This design comes from an exercise in tuning for small area, a short achievable clock period and few clock cycles per item on the open sky130 flow, not from production work.
Where RTL was checked, it was by simulation tests only, not by an equivalence proof against the original.
Only the layout flow was run in runs 2 and 3; the RTL was not checked for function there.

==> flow/design.v (outline; a module is shown in full before it is edited, if it fits) <==
// module cpid_cfg: 30 lines
// module cpid_trees: 3484 lines
// module cpid_add17: 100 lines
// module cpid_add18: 107 lines
// module cpid_add38: 237 lines
// module cpid_add40: 255 lines
// module clamped_pid_controller: 225 lines
module clamped_pid_controller #(
    parameter int GAIN_FRAC_BITS = 16
) (
    input  logic                                i_clk,
    input  logic                                i_rst_n,
    input  logic                                i_cfg_we,
    input  logic [cpid_pkg::CFG_IDX_W-1:0]      i_cfg_idx,
    input  logic [cpid_pkg::CFG_DATA_W-1:0]     i_cfg_data,
    input  logic                                i_valid,
    output logic                                o_stall,
    input  logic signed [cpid_pkg::SAMPLE_W-1:0] i_setpoint,
    input  logic signed [cpid_pkg::SAMPLE_W-1:0] i_measured,
    input  logic                                i_clear_integ,
    output logic                                o_valid,
    input  logic                                i_stall,
    output logic signed [cpid_pkg::DRIVE_W-1:0] o_drive,
    output logic                                o_clamped
);
  // ...
==> flow/run.sh <==
#!/bin/bash
# synth_recipe.tcl (not shown) runs the flow's synth.tcl, then flattens the netlist and writes it again
# the make line also repeats each setting of config.mk as NAME=value (left out here)
make -C /OpenROAD-flow-scripts/flow DESIGN_CONFIG=/design/flow/config.mk WORK_HOME=/design/flow/orfs CLKGATE_MAP_FILE= SYNTH_SCRIPT=/design/flow/synth_recipe.tcl finish
==> flow/config.mk <==
export PLATFORM = sky130hd
export DESIGN_NAME = clamped_pid_controller
export DESIGN_NICKNAME = clamped_pid_controller
export VERILOG_FILES = /design/flow/design.v
export SDC_FILE = /design/flow/constraint.sdc
export NUM_CORES = 4
export LEC_CHECK = 0
export ABC_AREA = 1
export CAP_MARGIN = 20
export CORE_MARGIN = 2
export CORE_UTILIZATION = 50
export SETUP_SLACK_MARGIN = 5
export SLEW_MARGIN = 20
==> flow/constraint.sdc <==
create_clock -name core_clock -period 10.0 [get_ports {i_clk}]
set_input_delay 2.0000 -clock core_clock [delete_from_list [all_inputs] [get_ports {i_clk}]]
set_output_delay 2.0000 -clock core_clock [all_outputs]
set_load 0.01 [all_outputs]
==> run summary, run 1 <==
M3 GR Usage 7.68%; Hold WS about 360 ps; Placer Congestion roughly 0.97; final antenna-violating net count 0; n_diodes 0; CP Max Fanout 6; period utilization 50.1%; met2 usage about half; Mapped Area approximately 45000 sq um; Crit-path slowest cell fa_1; min cycle time layout 5010 ps; biggest regs u_cfg.r_cfg x90, r_q x68, r_pd x40; syn avg cell area a little over 9 sq um; Post-CTS Setup Inserts 42; placed standard-cell area roughly 47000 sq um; setup violators final 0; Worst Tran Pin Value approximately 1100 ps; Starting Density 50.4%; Post-CTS Resized approximately 160; status no timing/DRC/antenna violations; CP Buf/Inv Count 3; Die Width 305 microns; nature of the critical path endpoint flip-flop; mux cell area share after synthesis less than 1%; clock network area share 3.56%; most numerous cell on the critical path nand2_2; commonest non-fill, non-tap cell in the layout inv_1
Testbench counts, summed over its fixed seeds: cycles 12,032, items 12,000.
==> module clamped_pid_controller, before the edit <==
module clamped_pid_controller #(
    parameter int GAIN_FRAC_BITS = 16
) (
    input  logic                                i_clk,
    input  logic                                i_rst_n,
    input  logic                                i_cfg_we,
    input  logic [cpid_pkg::CFG_IDX_W-1:0]      i_cfg_idx,
    input  logic [cpid_pkg::CFG_DATA_W-1:0]     i_cfg_data,
    input  logic                                i_valid,
    output logic                                o_stall,
    input  logic signed [cpid_pkg::SAMPLE_W-1:0] i_setpoint,
    input  logic signed [cpid_pkg::SAMPLE_W-1:0] i_measured,
    input  logic                                i_clear_integ,
    output logic                                o_valid,
    input  logic                                i_stall,
    output logic signed [cpid_pkg::DRIVE_W-1:0] o_drive,
    output logic                                o_clamped
);
    localparam int QN = 5;               
    localparam int WI = 38;              
    localparam int WP = 40;              
    cpid_pkg::t_cfg w_cfg;
    cpid_cfg u_cfg (
        .i_clk      (i_clk),
        .i_rst_n    (i_rst_n),
        .i_cfg_we   (i_cfg_we),
        .i_cfg_idx  (i_cfg_idx),
        .i_cfg_data (i_cfg_data),
        .o_cfg      (w_cfg)
    );
    logic       r_stall;
    logic [2:0] r_cnt;
    logic       w_acc;
    logic       w_take;
    logic [2:0] w_cnt;
    assign w_acc  = i_valid && !r_stall;
    assign w_take = o_valid && !i_stall;
    assign w_cnt  = r_cnt + 3'(w_acc) - 3'(w_take);
    always_ff @(posedge i_clk) begin
        if (!i_rst_n) begin
            r_cnt   <= '0;
            r_stall <= 1'b0;
        end else begin
            r_cnt   <= w_cnt;
            r_stall <= (w_cnt >= 3'(QN));
        end
    end
    assign o_stall = r_stall;
    logic               r_v1;
    logic signed [16:0] r_err;       
    logic signed [17:0] r_derr;
    logic               r_clr1;
    logic signed [16:0] w_err;
    logic signed [17:0] w_derr;
    logic [17:0] w_sp, w_nms, w_npv, w_ds, w_dc;
    assign w_sp  = {{2{i_setpoint[15]}}, i_setpoint};
    assign w_nms = ~{{2{i_measured[15]}}, i_measured};
    assign w_npv = ~{r_err[16], r_err};
    assign w_ds  = w_sp ^ w_nms ^ w_npv;
    assign w_dc  = (w_sp & w_nms) | (w_sp & w_npv) | (w_nms & w_npv);
    cpid_add17 u_err (
        .a  (w_sp[16:0]),
        .b  (w_nms[16:0]),
        .ci (1'b1),
        .s  (w_err)
    );
    cpid_add18 u_derr (
        .a  (w_ds),
        .b  ({w_dc[16:0], 1'b1}),
        .ci (1'b1),
        .s  (w_derr)
    );
    always_ff @(posedge i_clk) begin
        if (!i_rst_n) begin
            r_v1  <= 1'b0;
            r_err <= '0;
        end else begin
            r_v1 <= w_acc;
            if (w_acc) r_err <= w_err;
        end
    end
    always_ff @(posedge i_clk) begin
        r_derr <= w_derr;
        r_clr1 <= i_clear_integ;
    end
    logic            r_v2;
    logic            r_clr2;
    logic [WI-1:0]   r_is0, r_is1;
    logic [WP-1:0]   r_pd0, r_pd1;
    logic [WI-1:0]   w_is0, w_is1;
    logic [WP-1:0]   w_pd0, w_pd1;
    cpid_trees u_trees (
        .i_kp   (w_cfg.prop_gain),
        .i_ki   (w_cfg.integ_gain),
        .i_kd   (w_cfg.deriv_gain),
        .i_err  (r_err),
        .i_derr (r_derr),
        .o_is0  (w_is0),
        .o_is1  (w_is1),
        .o_pd0  (w_pd0),
        .o_pd1  (w_pd1)
    );
    always_ff @(posedge i_clk) begin
        if (!i_rst_n) r_v2 <= 1'b0;
        else          r_v2 <= r_v1;
    end
    always_ff @(posedge i_clk) begin
        r_clr2 <= r_clr1;
        r_is0  <= w_is0;
        r_is1  <= w_is1;
        r_pd0  <= w_pd0;
        r_pd1  <= w_pd1;
    end
    logic               r_v3;
    logic signed [31:0] r_integ;
    logic [WP-1:0]      r_pd;
    logic [WI-1:0]      w_base;
    logic [WI-1:0]      w_isum;
    logic signed [WI-17:0] w_ihi;
    logic               w_ifnz;
    logic               w_igt;
    logic               w_ilt;
    logic signed [31:0] w_ilim;
    logic signed [31:0] w_integ;
    assign w_base = r_clr2 ? '0 : WI'(r_integ);
    logic [WI-1:0]      w_cs0, w_cs1;
    assign w_cs0  = w_base ^ r_is0 ^ r_is1;
    assign w_cs1  = (w_base & r_is0) | (w_base & r_is1) | (r_is0 & r_is1);
    cpid_add38 u_isum (
        .a (w_cs0),
        .b ({w_cs1[WI-2:0], 1'b0}),
        .s (w_isum)
    );
    assign w_ihi  = w_isum[WI-1:16];
    assign w_ifnz = (w_isum[15:0] != '0);
    assign w_igt  = (w_ihi > $signed({1'b0, w_cfg.integ_limit}))
                 || ((w_ihi == $signed({1'b0, w_cfg.integ_limit})) && w_ifnz);
    assign w_ilt  = (w_ihi < -$signed({1'b0, w_cfg.integ_limit}));
    assign w_ilim = {1'b0, w_cfg.integ_limit, 16'd0};
    always_comb begin
        if (w_igt)      w_integ = w_ilim;
        else if (w_ilt) w_integ = -w_ilim;
        else            w_integ = w_isum[31:0];
    end
    always_ff @(posedge i_clk) begin
        if (!i_rst_n) begin
            r_v3    <= 1'b0;
            r_integ <= '0;
        end else begin
            r_v3 <= r_v2;
            if (r_v2) r_integ <= w_integ;
        end
    end
    logic [WP-1:0] w_pd;
    cpid_add40 u_pd (
        .a (r_pd0),
        .b (r_pd1),
        .s (w_pd)
    );
    always_ff @(posedge i_clk) begin
        r_pd <= w_pd;
    end
    logic [WP-1:0]         w_sum;
    logic signed [WP-17:0] w_ohi;
    logic                  w_ofnz;
    logic                  w_ogt;
    logic                  w_olt;
    logic [15:0]           w_drive;
    logic                  w_clamped;
    cpid_add40 u_sum (
        .a (r_pd),
        .b (WP'(r_integ)),
        .s (w_sum)
    );
    assign w_ohi  = w_sum[WP-1:16];
    assign w_ofnz = (w_sum[15:0] != '0);
    assign w_ogt  = (w_ohi > $signed({1'b0, w_cfg.out_limit}))
                 || ((w_ohi == $signed({1'b0, w_cfg.out_limit})) && w_ofnz);
    assign w_olt  = (w_ohi < -$signed({1'b0, w_cfg.out_limit}));
    always_comb begin
        if (w_ogt) begin
            w_drive   = 16'(w_cfg.out_limit);
            w_clamped = 1'b1;
        end else if (w_olt) begin
            w_drive   = -(16'(w_cfg.out_limit));
            w_clamped = 1'b1;
        end else begin
            w_drive   = w_ohi[15:0] + 16'(w_sum[WP-1] && w_ofnz);
            w_clamped = 1'b0;
        end
    end
    logic           r_hv;
    logic [16:0]    r_hd;
    logic [16:0]    r_q [QN-1];
    logic [1:0]     r_rp, r_wp;
    logic [2:0]     r_qn;
    logic           w_hfree;
    logic           w_qrd;
    logic           w_qwr;
    logic [16:0]    w_new;
    assign w_new   = {w_drive, w_clamped};
    assign w_hfree = !r_hv || !i_stall;
    assign w_qrd   = w_hfree && (r_qn != '0);
    assign w_qwr   = r_v3 && !(w_hfree && (r_qn == '0));
    always_ff @(posedge i_clk) begin
        if (!i_rst_n) begin
            r_hv <= 1'b0;
            r_rp <= '0;
            r_wp <= '0;
            r_qn <= '0;
        end else begin
            if (w_hfree) r_hv <= r_v3 || (r_qn != '0);
            if (w_qrd) r_rp <= r_rp + 2'd1;
            if (w_qwr) r_wp <= r_wp + 2'd1;
            r_qn <= r_qn + 3'(w_qwr) - 3'(w_qrd);
        end
    end
    always_ff @(posedge i_clk) begin
        if (w_hfree) r_hd <= w_qrd ? r_q[r_rp] : w_new;
        if (w_qwr) r_q[r_wp] <= w_new;
    end
    assign o_valid   = r_hv;
    assign o_drive   = r_hd[16:1];
    assign o_clamped = r_hd[0];
endmodule
==> run 2: changes to the inputs <==
--- a/flow/design.v
+++ b/flow/design.v
@@ -4339,7 +4339,6 @@
         r_clr1 <= i_clear_integ;
     end
     logic            r_v2;
-    logic            r_clr2;
     logic [WI-1:0]   r_is0, r_is1;
     logic [WP-1:0]   r_pd0, r_pd1;
     logic [WI-1:0]   w_is0, w_is1;
@@ -4360,14 +4359,14 @@
         else          r_v2 <= r_v1;
     end
     always_ff @(posedge i_clk) begin
-        r_clr2 <= r_clr1;
         r_is0  <= w_is0;
         r_is1  <= w_is1;
         r_pd0  <= w_pd0;
         r_pd1  <= w_pd1;
     end
     logic               r_v3;
-    logic signed [31:0] r_integ;
+    logic signed [31:0] r_integ;     
+    logic signed [31:0] r_iout;      
     logic [WP-1:0]      r_pd;
     logic [WI-1:0]      w_base;
     logic [WI-1:0]      w_isum;
@@ -4377,7 +4376,7 @@
     logic               w_ilt;
     logic signed [31:0] w_ilim;
     logic signed [31:0] w_integ;
-    assign w_base = r_clr2 ? '0 : WI'(r_integ);
+    assign w_base = WI'(r_integ);
     logic [WI-1:0]      w_cs0, w_cs1;
     assign w_cs0  = w_base ^ r_is0 ^ r_is1;
     assign w_cs1  = (w_base & r_is0) | (w_base & r_is1) | (r_is0 & r_is1);
@@ -4403,9 +4402,13 @@
             r_integ <= '0;
         end else begin
             r_v3 <= r_v2;
-            if (r_v2) r_integ <= w_integ;
+            if (r_v1 && r_clr1) r_integ <= '0;
+            else if (r_v2)      r_integ <= w_integ;
         end
     end
+    always_ff @(posedge i_clk) begin
+        r_iout <= w_integ;
+    end
     logic [WP-1:0] w_pd;
     cpid_add40 u_pd (
         .a (r_pd0),
@@ -4424,7 +4427,7 @@
     logic                  w_clamped;
     cpid_add40 u_sum (
         .a (r_pd),
-        .b (WP'(r_integ)),
+        .b (WP'(r_iout)),
         .s (w_sum)
     );
     assign w_ohi  = w_sum[WP-1:16];
==> run summary, run 2 <==
final global-route overflow total 0 (unchanged); placed insts 5977 (was 5970); n_diodes 0 (unchanged); max_cap viols 0 (unchanged); CTS Buf Count 58 (was 53); synth cell count leaders inv_1, fa_1, xor2_1 (unchanged); multi-input logic area 31100 sq um (was 31000 sq um); CTS tree yes (unchanged); number of core rows 110 (unchanged); Die Height 306 microns (was 305 microns); area share of the largest cell type after synthesis 25.8% (was 26.1%); r2r setup slk 5050 ps (was 4990 ps); DIE AREA 93700 sq um (was 92800 sq um); register area 11500 sq um (was 10900 sq um); CORE AREA 90300 sq um (was 89700 sq um); setup violators final 0 (unchanged); Post-DP HPWL 110000 microns (was 109000 microns); Via Count 36100 (was 36300); sequential cell area fraction in the yosys report 25.0% (was 23.9%); CP Max Fanout 40 (was 6); Starting Density 50.5% (was 50.4%); Final Skew 34.9 ps (was 35.1 ps); initial antenna violation count 3 (was 5); final core utilization 57.0% (about the same); max_slew headroom 32.0% (was 28.6%); clock sinks 483 (was 452); Worst Hold Class reg2reg (unchanged); Filler cells 8086 (was 8028); Non-Filler Instances 6187 (was 6186); yosys warns 2 (unchanged); DR pass1 iterations 6 (was 7); Clock Tree Root clkbuf_16 (unchanged); Post-synth EDFFs 175 (unchanged); Final WS setup 5050 ps (was 4990 ps); worst skew pair latency 690 ps (was 640 ps); via/cell ratio 5.83 (was 5.86); fmax 202 MHz (was 200 MHz); setup_tns 0 ps (unchanged); biggest regs u_cfg.r_cfg x90, r_q x68, r_pd x40 (unchanged); CP Launch Type flip-flop (unchanged); first-pass GRT wire length 225000 microns (was 228000 microns); Syn Nets 5862 (was 5844); Crit Path Category reg2reg (unchanged); main area contributors after synthesis fa_1, dfxtp_1, edfxtp_1 (unchanged); status no timing/DRC/antenna violations (unchanged); hold path startpoint r_v1 (was r_clr1); Area growth, synth to finish 12.8% (was 13.3%); Reg2Reg Depth 10 (was 29); #FFs+latches synth 483 (was 452); Top reg by flops u_cfg.r_cfg (unchanged); Top Ports 80 (unchanged); most instantiated library cell after synthesis inv_1 (unchanged); drt total wl 152000 microns (was 153000 microns); largest net degree at the start of global routing 62 (was 64); Clock Path Buffers 3 (unchanged); hold path depth 2 (was 0); Die Width 306 microns (was 305 microns); Critical Path AT 5480 ps (was 5540 ps); Hold WS 425 ps (was 364 ps); post-synth top area cell fa_1 (unchanged); syn avg cell area 9.26 sq um (was 9.20 sq um); clock slew at reported path FFs 60 ps (was 70 ps); CP required 10530 ps (about the same); max reg flops 90 (unchanged); hold-fix buffers at CTS 0 (unchanged); Slew Viols, Final 0 (unchanged); final antenna-violating net count 0 (unchanged); nature of the critical path endpoint flip-flop (unchanged); post-synth cell types 50 (was 60); Worst Tran Pin Value 1020 ps (was 1060 ps); DRT iter0 DRCs 3809 (was 3833); H-Tree Level Count 2 (unchanged); Total Routing Usage GR 32.0% (was 32.5%); DR WL/cell 24.5 microns (was 24.7 microns); share of flip-flops with an asynchronous set or reset 0% (unchanged); RSZ-0062 raised after global routing true (unchanged); endpoints failing hold 0 (unchanged); pre-CTS setup slack 3980 ps (was 3670 ps); port bufs 79 (unchanged); commonest cells after routing, fill and taps aside inv_1, fa_1, xor2_1, o22ai_1, nand2_1 (unchanged); Mapped Area 45600 sq um (was 45200 sq um); layout cells sized above 1 10.5% (was 11.3%); ys flop type dfxtp_1 (unchanged); vias in the first global route 36000 (was 36500); Layout Nets 5898 (was 5900); period utilization 49.5% (was 50.1%); min cycle time layout 4950 ps (was 5010 ps); post-route DRC violation count 0 (unchanged); Mapped Cells 4928 (was 4910); WHS Endpoint r_v2 (was r_clr2); reg2reg start r_err[11] (was r_clr2); worst reg2reg endpoint r_pd0[30] (was r_integ[31]); Placer Congestion 0.992 (was 0.969); commonest non-fill, non-tap cell in the layout inv_1 (unchanged)
==> run 2: stage by stage <==
stage / area [sq um]
2_1_floorplan: 45600
3_3_place_gp: 47400
3_5_place_dp: 47400
4_1_cts: 50300
5_1_grt: 51400
6_report: 51400
==> run 2: routing by layer <==
layer | GRT usage, % | share of wire (%)
met1 | 42.9 | 40
met2 | 49.1 | 44
met3 | 9.14 | 11
met4 | 12.7 | 4.7
met5 | 0 | 0.0086
==> run 2: how the worst max path moves through the flow <==
stage	from	end	slack [ps]	cells after the start
2_1_floorplan	r_err[5]	r_pd0[26]	5020	15
3_3_place_gp	r_err[3]	r_pd0[14]	4040	14
3_5_place_dp	r_err[3]	r_pd0[14]	3980	14
4_1_cts	r_err[2]	r_pd0[14]	4960	14
5_1_grt	r_iout[0]	r_hd[5]	4910	28
6_report	r_err[11]	r_pd0[30]	5050	10
==> run 2: layout make-up <==
cell class,instances,area share [%]
inverter,841,6.50
clock inverter,32,0.679
clock buffer,75,3.12
multi-input combinational,3354,60.4
sequential,483,22.3
tap,1176,2.86
timing repair buffer,214,3.94
timing repair inverter,12,0.156
==> run 2: timing repair <==
item                       4_1_cts  5_1_grt
setup buffers                   34       46
gates resized for setup        144      186
setup endpoints to repair      200      182
gates cloned                    14        8
pin swaps                       26       70
==> run 2: cells by family after synthesis <==
family	after synthesis	share of synthesized area [%]
buf+inv	1099	9.17
simple gates	967	8.90
compound gates	903	11.7
fa+ha+maj	873	33.6
xor+xnor	602	11.6
flops	483	25.0
mux	1	0.0219
==> run 2: worst max-delay path: stages (launching register included) <==
cell	delay [ps]
dfxtp_4	410
clkinv_2	110
buf_4	740
a21oi_1	80
a21oi_1	750
fa_1	560
fa_1	480
fa_1	540
fa_1	570
inv_1	60
fa_1	480
==> run 3: changes to the inputs <==
==> flow/flow/run.sh (new file) <==
#!/bin/bash
set -euo pipefail
bash standard.sh SETUP_SLACK_MARGIN=5.6 finish > standard_flow.log 2>&1
==> flow/standard.sh (new file) <==
#!/bin/bash
# synth_recipe.tcl (not shown) runs the flow's synth.tcl, then flattens the netlist and writes it again
# the make line also repeats each setting of config.mk as NAME=value (left out here)
make -C /OpenROAD-flow-scripts/flow DESIGN_CONFIG=/design/flow/config.mk WORK_HOME=/design/flow/orfs CLKGATE_MAP_FILE= SYNTH_SCRIPT=/design/flow/synth_recipe.tcl "${@:-finish}"
--- a/flow/config.mk
+++ b/flow/config.mk
@@ -9,5 +9,4 @@
 export CAP_MARGIN = 20
 export CORE_MARGIN = 2
 export CORE_UTILIZATION = 50
-export SETUP_SLACK_MARGIN = 5
 export SLEW_MARGIN = 20
removed: flow/run.sh
==> run summary, run 3 <==
status no timing/DRC/antenna violations (unchanged); min cycle time layout 4760 ps (was 4950 ps); #FFs+latches synth 483 (unchanged); DRT iter0 DRCs 4269 (was 3809); Worst Hold Class reg2reg (unchanged); setup_tns 0 ps (unchanged); first-pass GRT wire length 239000 microns (was 225000 microns); Layout Nets 6099 (was 5898); Top Ports 80 (unchanged); Slew Viols, Final 0 (unchanged); via/cell ratio 5.93 (was 5.83); CTS Buf Count 56 (was 58); number of core rows 110 (unchanged); CP Launch Type flip-flop (unchanged); CP required 10560 ps (was 10530 ps); Die Height 306 microns (unchanged); main area contributors after synthesis fa_1, dfxtp_1, edfxtp_1 (unchanged); Post-DP HPWL 108000 microns (was 110000 microns); clock slew at reported path FFs 60 ps (about the same); most instantiated library cell after synthesis inv_1 (unchanged); layout cells sized above 1 23.7% (was 10.5%); max_slew headroom 22.0% (was 32.0%); placed insts 5978 (was 5977); CTS tree yes (unchanged); share of flip-flops with an asynchronous set or reset 0% (unchanged); commonest cells after routing, fill and taps aside inv_1, xor2_1, fa_1, o22ai_1, nand2_1 (was inv_1, fa_1, xor2_1, o22ai_1, nand2_1); Clock Tree Root clkbuf_16 (unchanged); biggest regs u_cfg.r_cfg x90, r_q x68, r_pd x40 (unchanged); Via Count 37900 (was 36100); Total Routing Usage GR 34.0% (was 32.0%); largest net degree at the start of global routing 62 (unchanged); yosys warns 2 (unchanged); H-Tree Level Count 2 (unchanged); Final Skew 36.3 ps (was 34.9 ps); period utilization 47.6% (was 49.5%); sequential cell area fraction in the yosys report 25.0% (unchanged); clock sinks 483 (unchanged); final global-route overflow total 0 (unchanged); most numerous cell on the critical path fa_2 (was fa_1); Non-Filler Instances 6388 (was 6187); drt total wl 161000 microns (was 152000 microns); Syn Nets 5862 (unchanged); synth cell count leaders inv_1, fa_1, xor2_1 (unchanged); DR WL/cell 25.2 microns (was 24.5 microns); worst skew pair latency 690 ps (about the same); syn avg cell area 9.26 sq um (unchanged); design area 56900 sq um (was 51400 sq um); DR pass1 iterations 6 (unchanged); Die Width 306 microns (unchanged); CP Max Fanout 5 (was 40); Placer Congestion 0.971 (was 0.992); worst-path cell chain nand2_4, inv_4, nor2_4, clkinvlp_4, buf_12, buf_16, buf_6, o22ai_2, xor2_1, fa_2, fa_2, fa_1, fa_2, fa_1, inv_2, fa_2 (was clkinv_2, buf_4, a21oi_1, a21oi_1, fa_1, fa_1, fa_1, fa_1, inv_1, fa_1); Crit-path slowest cell fa_2 (was a21oi_1); DIE AREA 93700 sq um (unchanged); port bufs 79 (unchanged); CP max stage delay 540 ps (was 750 ps); Clock Path Buffers 3 (unchanged); endpoints failing hold 0 (unchanged); post-route DRC violation count 0 (unchanged); commonest non-fill, non-tap cell in the layout inv_1 (unchanged); vias in the first global route 38500 (was 36000); area share of the largest cell type after synthesis 25.8% (unchanged); max_cap viols 0 (unchanged); max reg flops 90 (unchanged); Crit Path Category reg2reg (unchanged); Starting Density 50.5% (unchanged); hold-fix buffers at CTS 0 (unchanged); Area growth, synth to finish 24.7% (was 12.8%); Post-synth EDFFs 175 (unchanged); CP Buf/Inv Count 6 (was 3); ys flop type dfxtp_1 (unchanged); post-synth cell types 50 (unchanged); nature of the critical path endpoint flip-flop (unchanged); initial antenna violation count 5 (was 3); Mapped Cells 4928 (unchanged); final antenna-violating net count 0 (unchanged); RSZ-0062 raised after global routing true (unchanged); CORE AREA 90300 sq um (unchanged); CP delay by family, top adder cells (unchanged); post-synth top area cell fa_1 (unchanged); Worst Tran Pin Value 1170 ps (was 1020 ps); Mapped Area 45600 sq um (unchanged); n_diodes 0 (unchanged); Top reg by flops u_cfg.r_cfg (unchanged); setup violators final 0 (unchanged); Critical Path AT 5330 ps (was 5480 ps); fmax 210 MHz (was 202 MHz); placed standard-cell area 47600 sq um (was 47400 sq um)
run 3: changes by cell type in the layout (fill, tap and decap cells not counted), sizes merged:
cell           before  now
bufinv              6    7
dlymetal6s2s        0    6
clkinvlp           26   44
a21oi             179  178
buf               134  324
clkbuf             77   72
clkdlybuf4s50      78   72
nand2             514  517
inv               806  789
bufbuf              0   12
run 3: repair_timing:
item | in CTS | in global routing
buffers inserted | 207 | 56
pin swaps | 282 | 261
gates resized for setup | 708 | 350
gates cloned | 41 | 0
setup endpoints to repair | 227 | 215
run 3: kinds of logic after synthesis:
group	after synthesis	share of synthesized area (%)
AND/OR/NAND/NOR	967	8.90
XOR/XNOR	602	11.6
flip-flops	483	25.0
AO/OA/AOI/OAI	903	11.7
adder cells (fa/ha/maj)	873	33.6
buffers and inverters	1099	9.17
multiplexers	1	0.0219
run 3: final timing paths:
kind	start	end	slack [ps]	depth (start not counted)
hold reg to reg	r_v1	r_v2	420	2
hold / removal	r_v1	r_v2	420	2
setup / recovery	r_err[13]	r_pd0[16]	5240	16
setup reg to reg	r_err[13]	r_pd0[16]	5240	16
run 3: per-stage QoR:
step	util (%)	worst slack [ps]	hold WS, ps
2_1_floorplan	-	5580	352
3_3_place_gp	52.7	4270	404
3_5_place_dp	52.7	4230	415
4_1_cts	60.8	5310	420
5_1_grt	63.0	4990	440
6_report	63.0	5240	420
run 3: worst reg2reg max path, delay by kind of cell (launching register included):
kind | cells | cell delay, ps
buffers and inverters | 6 | 800
adder cells (fa/ha/maj) | 6 | 2840
flip-flops | 1 | 360
XOR/XNOR | 1 | 210
AND/OR/NAND/NOR | 2 | 330
AO/OA/AOI/OAI | 1 | 140
run 3: per-layer routing:
| metal | vias up | track usage [%] | share of wire, % | wire [microns] |
|---|---|---|---|---|
| met5 | - | 0 | 0.039 | 63 |
| li1 | 16500 | - | - | - |
| met3 | 598 | 10.3 | 12 | 19200 |
| met1 | 18500 | 45.1 | 39 | 63400 |
| met4 | 8 | 16.7 | 6.1 | 9870 |
| met2 | 2281 | 50.8 | 43 | 68600 |
run 3: area by class of cell:
cell class	count	area (sq um)
clock buffers	70	1530
clock inverters	35	435
fillers	7279	33400
inverters	841	3410
multi-input cells	3356	33900
flip-flops and latches	483	11500
well taps	1176	1470
repair buffers	416	4590
repair inverters	11	90.1

-- re-timing with driven ports --
The results above use ideal ports. As a check the final layouts listed here were re-extracted and re-timed, cells and wires unchanged.
Step 1 (the two cells are an assumption about what drives the block):
set clk [get_ports {i_clk}]
set_driving_cell -lib_cell sky130_fd_sc_hd__clkbuf_16 $clk
set_driving_cell -lib_cell sky130_fd_sc_hd__buf_2 [delete_from_list [all_inputs] $clk]
Step 2 times the ports against the registers' clock, not the clock port: input delays grow and output delays shrink by t, the midpoint of the rising clock arrivals with the driver on.
a / b / c = ideal ports / drivers / drivers and shift; a / b = the first two.
| run | t, ns | slack for setup (ns) | clock arrival spread, ns | worst register clock-pin slew, ns | worst slew at a driven data input, ns |
|---|---|---|---|---|---|
| run 1 | 0.694 | 4.990 / 4.990 / 4.627 | 0.036 / 0.036 | 0.07 / 0.07 | 0.06 |
| run 2 | 0.738 | 5.055 / 5.055 / 4.473 | 0.036 / 0.036 | 0.07 / 0.07 | 0.07 |
| run 3 | 0.742 | 5.236 / 5.236 / 5.026 | 0.036 / 0.037 | 0.07 / 0.07 | 0.06 |
After both steps every run listed still meets setup and hold. For run 2, which loses most, drivers alone change the setup slack by 0.000 ns; drivers and shift together by -0.582 ns.
